What follows belongs to an exercise in optimizing a design on an open flow for small area, a short achievable clock period and few clock cycles; a production flow would make more cautious choices.

Setup of v2:
## clock_synth_register_planner_top
module clock_synth_register_planner_top (
	input  logic                        clk,
	input  logic                        arst_n,
	input  logic                        req_valid,
	output logic                        req_ready,
	input  logic [csrp_pkg::CLK_W-1:0]  req_clock_index,
	input  logic [csrp_pkg::FREQ_W-1:0] req_out_frequency,
	output logic                        wr_valid,
	input  logic                        wr_ready,
	output logic [7:0]                  wr_reg_address,
	output logic [7:0]                  wr_reg_value,
	output logic                        wr_final_write,
	input  logic                        xtal_we,
	input  logic [csrp_pkg::XTAL_W-1:0] xtal_data
);
	logic [XTAL_W-1:0] xtal_q;
	logic [XTAL_W-1:0] xtal_cl;
	logic [XTAL_W-1:0] xtal_n;
	logic              plan_valid;
	logic              plan_ready;
	logic [25:0]       plan_r;
	logic [12:0]       plan_s;
	logic [9:0]        plan_m;
	logic [1:0]        plan_c;
	always_comb begin
		xtal_cl = xtal_q;
		if (xtal_q < XTAL_MIN) xtal_cl = XTAL_MIN;
		if (xtal_q > XTAL_MAX) xtal_cl = XTAL_MAX;
	end
	always_ff @(posedge clk or negedge arst_n) begin
		if (!arst_n) begin
			xtal_q <= XTAL_RESET;
		end else if (xtal_we) begin
			xtal_q <= xtal_data;
		end else begin
			xtal_q <= xtal_cl;
		end
	end
	always_ff @(posedge clk) begin
		xtal_n <= ~xtal_q;
	end
	csrp_divpipe u_divpipe (
		.clk       (clk),
		.arst_n    (arst_n),
		.in_valid  (req_valid),
		.in_ready  (req_ready),
		.in_clk    (req_clock_index),
		.in_f      (req_out_frequency),
		.xtn       (xtal_n),
		.out_valid (plan_valid),
		.out_ready (plan_ready),
		.out_r     (plan_r),
		.out_s     (plan_s),
		.out_m     (plan_m),
		.out_c     (plan_c)
	);
	csrp_serializer u_serializer (
		.clk            (clk),
		.arst_n         (arst_n),
		.in_valid       (plan_valid),
		.in_ready       (plan_ready),
		.xtn            (xtal_n),
		.in_r           (plan_r),
		.in_s           (plan_s),
		.in_m           (plan_m),
		.in_c           (plan_c),
		.wr_valid       (wr_valid),
		.wr_ready       (wr_ready),
		.wr_reg_address (wr_reg_address),
		.wr_reg_value   (wr_reg_value),
		.wr_final_write (wr_final_write)
	);
endmodule
Size: ~290 flip-flops, about 80 I/O pins, about 16000 um2 of cells after synthesis.
==> module csrp_divpipe, before the edit <==
module csrp_divpipe (
	input  logic        clk,
	input  logic        arst_n,
	input  logic        in_valid,
	output logic        in_ready,
	input  logic [1:0]  in_clk,
	input  logic [27:0] in_f,
	input  logic [25:0] xtn,
	output logic        out_valid,
	input  logic        out_ready,
	output logic [25:0] out_r,
	output logic [12:0] out_s,
	output logic [9:0]  out_m,
	output logic [1:0]  out_c
);
	logic        a_busy;
	logic [3:0]  a_cnt;
	logic [3:0]  a_cnt_n;
	logic [28:0] a_f;
	logic [27:0] a_e;
	logic [9:0]  a_q;
	logic [1:0]  a_c;
	logic        a_done;
	logic        a_hand;
	logic [27:0] a_fcl;
	logic        a_nb;
	logic        a_nb_q;
	logic [28:0] a_a;
	logic [28:0] a_b;
	logic [28:0] a_s;
	logic        a_ge;
	logic        b1_busy;
	logic [3:0]  b1_cnt;
	logic [25:0] b1_r;
	logic [12:0] b1_s;
	logic [9:0]  b1_m;
	logic [1:0]  b1_c;
	logic        b1_done;
	logic        b1_hand;
	logic [26:0] b1_t;
	logic [27:0] b1_d;
	assign in_ready = !a_busy;
	assign a_done   = a_busy && (a_cnt == 4'd12);
	assign a_hand   = a_done && !b1_busy;
	always_comb begin
		a_fcl = a_f[27:0];
		if (a_f[27:0] < FREQ_MIN) a_fcl = FREQ_MIN;
		if (a_f[27:0] > FREQ_MAX) a_fcl = FREQ_MAX;
	end
	always_comb begin
		if (!a_busy || a_hand) a_cnt_n = 4'd0;
		else if (!a_done)      a_cnt_n = a_cnt + 4'd1;
		else                   a_cnt_n = a_cnt;
	end
	always_comb begin
		case (a_cnt_n)
			4'd2:    a_nb = !HALF_VCO_M1[9];
			4'd3:    a_nb = !HALF_VCO_M1[8];
			4'd4:    a_nb = !HALF_VCO_M1[7];
			4'd5:    a_nb = !HALF_VCO_M1[6];
			4'd6:    a_nb = !HALF_VCO_M1[5];
			4'd7:    a_nb = !HALF_VCO_M1[4];
			4'd8:    a_nb = !HALF_VCO_M1[3];
			4'd9:    a_nb = !HALF_VCO_M1[2];
			4'd10:   a_nb = !HALF_VCO_M1[1];
			4'd11:   a_nb = !HALF_VCO_M1[0];
			default: a_nb = HALF_VCO_M1[10];
		endcase
	end
	always_ff @(posedge clk) begin
		a_nb_q <= a_nb;
	end
	assign a_a = {a_e, a_nb_q};
	assign a_b = ~a_f;
	csrp_add #(.W(29)) u_a_add (.a(a_a), .b(a_b), .ci(1'b1), .s(a_s), .co(a_ge));
	always_ff @(posedge clk or negedge arst_n) begin
		if (!arst_n) begin
			a_busy <= 1'b0;
			a_cnt  <= '0;
		end else begin
			if (!a_busy) a_busy <= in_valid;
			else if (a_hand) a_busy <= 1'b0;
			a_cnt <= a_cnt_n;
		end
	end
	always_ff @(posedge clk) begin
		if (!a_busy) begin
			a_f <= {1'b0, in_f};
			a_c <= (in_clk == 2'd3) ? 2'd2 : in_clk;
		end else if (a_cnt == 4'd0) begin
			a_f <= ~{1'b0, a_fcl};
		end else if (a_cnt == 4'd1) begin
			a_f <= ~a_f;
		end else if (a_cnt == 4'd11) begin
			a_f <= VCO_OFS_N;
		end
		if (a_cnt == 4'd0) begin
			a_e <= INIT_E;
		end else if (!a_done) begin
			a_e <= a_ge ? a_s[27:0] : a_a[27:0];
			a_q <= {a_q[8:0], !a_ge};
		end
	end
	assign b1_done = b1_busy && (b1_cnt == 4'd13);
	assign b1_hand = b1_done && out_ready;
	assign b1_t    = {b1_r, b1_s[12]};
	logic        b1_ge;
	logic [26:0] b1_dd;
	csrp_add #(.W(27)) u_b1_sub (.a(b1_t), .b({1'b1, xtn}), .ci(1'b1), .s(b1_dd), .co(b1_ge));
	assign b1_d    = {!b1_ge, b1_dd};
	always_ff @(posedge clk or negedge arst_n) begin
		if (!arst_n) begin
			b1_busy <= 1'b0;
			b1_cnt  <= '0;
		end else begin
			if (a_hand) begin
				b1_busy <= 1'b1;
				b1_cnt  <= '0;
			end else if (b1_hand) begin
				b1_busy <= 1'b0;
			end else if (b1_busy && !b1_done) begin
				b1_cnt <= b1_cnt + 4'd1;
			end
		end
	end
	always_ff @(posedge clk) begin
		if (a_hand) begin
			b1_r <= {3'b0, !a_ge, a_s[28:7]};
			b1_s <= {a_s[6:1], 7'b0};
			b1_m <= a_q - 10'd1;
			b1_c <= a_c;
		end else if (b1_busy && !b1_done) begin
			b1_r <= b1_d[27] ? b1_t[25:0] : b1_d[25:0];
			b1_s <= {b1_s[11:0], !b1_d[27]};
		end
	end
	assign out_valid = b1_done;
	assign out_r     = b1_r;
	assign out_s     = b1_s;
	assign out_m     = b1_m;
	assign out_c     = b1_c;
endmodule
==> flow/config.mk <==
export PLATFORM = sky130hd
export DESIGN_NAME = clock_synth_register_planner_top
export DESIGN_NICKNAME = clock_synth_register_planner_top
export VERILOG_FILES = /design/flow/design.v
export SDC_FILE = /design/flow/constraint.sdc
export NUM_CORES = 4
export LEC_CHECK = 0
export CAP_MARGIN = 20
export CORE_MARGIN = 2
export CORE_UTILIZATION = 60
export PLACE_DENSITY = 0.72
export SETUP_SLACK_MARGIN = 4.0
export SLEW_MARGIN = 20
==> flow/constraint.sdc <==
create_clock -name core_clock -period 7.0 [get_ports {clk}]
set_input_delay 1.4000 -clock core_clock [delete_from_list [all_inputs] [get_ports {clk}]]
set_output_delay 1.4000 -clock core_clock [all_outputs]
set_load 0.01 [all_outputs]
standard.sh (not shown) runs the stock make flow with config.mk's settings and CLKGATE_MAP_FILE= SYNTH_SCRIPT=/design/flow/synth_recipe.tcl, a recipe that flattens the netlist after the stock synthesis.
==> flow/flow/run.sh <==
#!/bin/bash
# The standard layout, with the port buffers placed as buf_2 cells (the
# default pick is the larger, slower clkdlybuf4s50_1). Each tool's output
# goes to standard.log in the run folder (ORFS keeps per-step logs too).
set -euo pipefail
export BUFFER_PORTS_ARGS="-buffer_cell sky130_fd_sc_hd__buf_2"
bash standard.sh > standard.log 2>&1
### v2 -> v39
--- a/flow/design.v
+++ b/flow/design.v
@@ -6,13 +6,12 @@
 	localparam logic [FREQ_W-1:0] FREQ_MAX   = FREQ_W'(225000000);
 	localparam logic [XTAL_W-1:0] XTAL_MIN   = XTAL_W'(10000000);
 	localparam logic [XTAL_W-1:0] XTAL_MAX   = XTAL_W'(40000000);
 	localparam logic [XTAL_W-1:0] XTAL_RESET = XTAL_W'(25000000);
 	localparam logic [28:0] HALF_VCO_M1 = 29'd324999999;
 	localparam logic [28:0] VCO_OFS_N   = 29'h1941C980;
-	localparam logic [27:0] INIT_E      = 28'd268276764;
 endpackage
 module csrp_add #(
 	parameter int W = 8
 ) (
 	input  logic [W-1:0] a,
 	input  logic [W-1:0] b,
@@ -71,12 +70,13 @@
 	logic [1:0]  a_c;
 	logic        a_done;
 	logic        a_hand;
 	logic [27:0] a_fcl;
 	logic        a_nb;
 	logic        a_nb_q;
+	logic        a_init_q;
 	logic [28:0] a_a;
 	logic [28:0] a_b;
 	logic [28:0] a_s;
 	logic        a_ge;
 	logic        b1_busy;
 	logic [3:0]  b1_cnt;
@@ -114,13 +114,14 @@
 			4'd10:   a_nb = !HALF_VCO_M1[1];
 			4'd11:   a_nb = !HALF_VCO_M1[0];
 			default: a_nb = HALF_VCO_M1[10];
 		endcase
 	end
 	always_ff @(posedge clk) begin
-		a_nb_q <= a_nb;
+		a_nb_q   <= a_nb;
+		a_init_q <= (a_cnt_n == 4'd1);
 	end
 	assign a_a = {a_e, a_nb_q};
 	assign a_b = ~a_f;
 	csrp_add #(.W(29)) u_a_add (.a(a_a), .b(a_b), .ci(1'b1), .s(a_s), .co(a_ge));
 	always_ff @(posedge clk or negedge arst_n) begin
 		if (!arst_n) begin
@@ -134,20 +135,20 @@
 	end
 	always_ff @(posedge clk) begin
 		if (!a_busy) begin
 			a_f <= {1'b0, in_f};
 			a_c <= (in_clk == 2'd3) ? 2'd2 : in_clk;
 		end else if (a_cnt == 4'd0) begin
-			a_f <= ~{1'b0, a_fcl};
-		end else if (a_cnt == 4'd1) begin
-			a_f <= ~a_f;
+			a_f <= {1'b0, a_fcl};
 		end else if (a_cnt == 4'd11) begin
 			a_f <= VCO_OFS_N;
 		end
 		if (a_cnt == 4'd0) begin
-			a_e <= INIT_E;
+			a_e <= HALF_VCO_M1[28:11];
+		end else if (a_init_q) begin
+			a_e <= ~a_s[27:0];
 		end else if (!a_done) begin
 			a_e <= a_ge ? a_s[27:0] : a_a[27:0];
 			a_q <= {a_q[8:0], !a_ge};
 		end
 	end
 	assign b1_done = b1_busy && (b1_cnt == 4'd13);
Notes after the runs:
v39 falls short of v2 in wire length. Summary of v39 over v2: met1 track utilization from global routing fell 1.5 points, detail-routed via count per cell comparable. Die footprint (lower): v2. v2 ended up with sky130_fd_sc_hd__a2111oi_4 as its worst-path cell with the longest stage delay; v39 ended up with sky130_fd_sc_hd__edfxtp_1. [v39 vs v2] largest stage delay on the critical path: higher in v39. Total length of routed met2 wires went up by a few percent going from v2 to v39.
No run of this note included a check of the RTL's function; only the layout flow was run.

-- port drivers added, routing unchanged --
How much do the figures lean on ideal ports? The routed layouts below were timed once more, with nothing changed but the port constraints. Step 1, drivers: a clkbuf_16 drives clk and a buf_2 each remaining input, both assumed. Step 2 adds t to the input delays and takes it off the output delays; t is the mean of the earliest and latest rising clock arrival at the registers after step 1. Input paths then give back, and output paths get back, about the clock's delay inside the block. Three values: no drivers, after step 1, after step 2; two values: the first two.
run	shift t [ns]	slack for setup (ns)	worst register clock-pin slew, ns
v2	0.615	3.747 / 3.747 / 3.747	0.07 / 0.07
v39	0.607	3.805 / 3.805 / 3.805	0.07 / 0.07
After both steps every run listed still meets setup and hold.
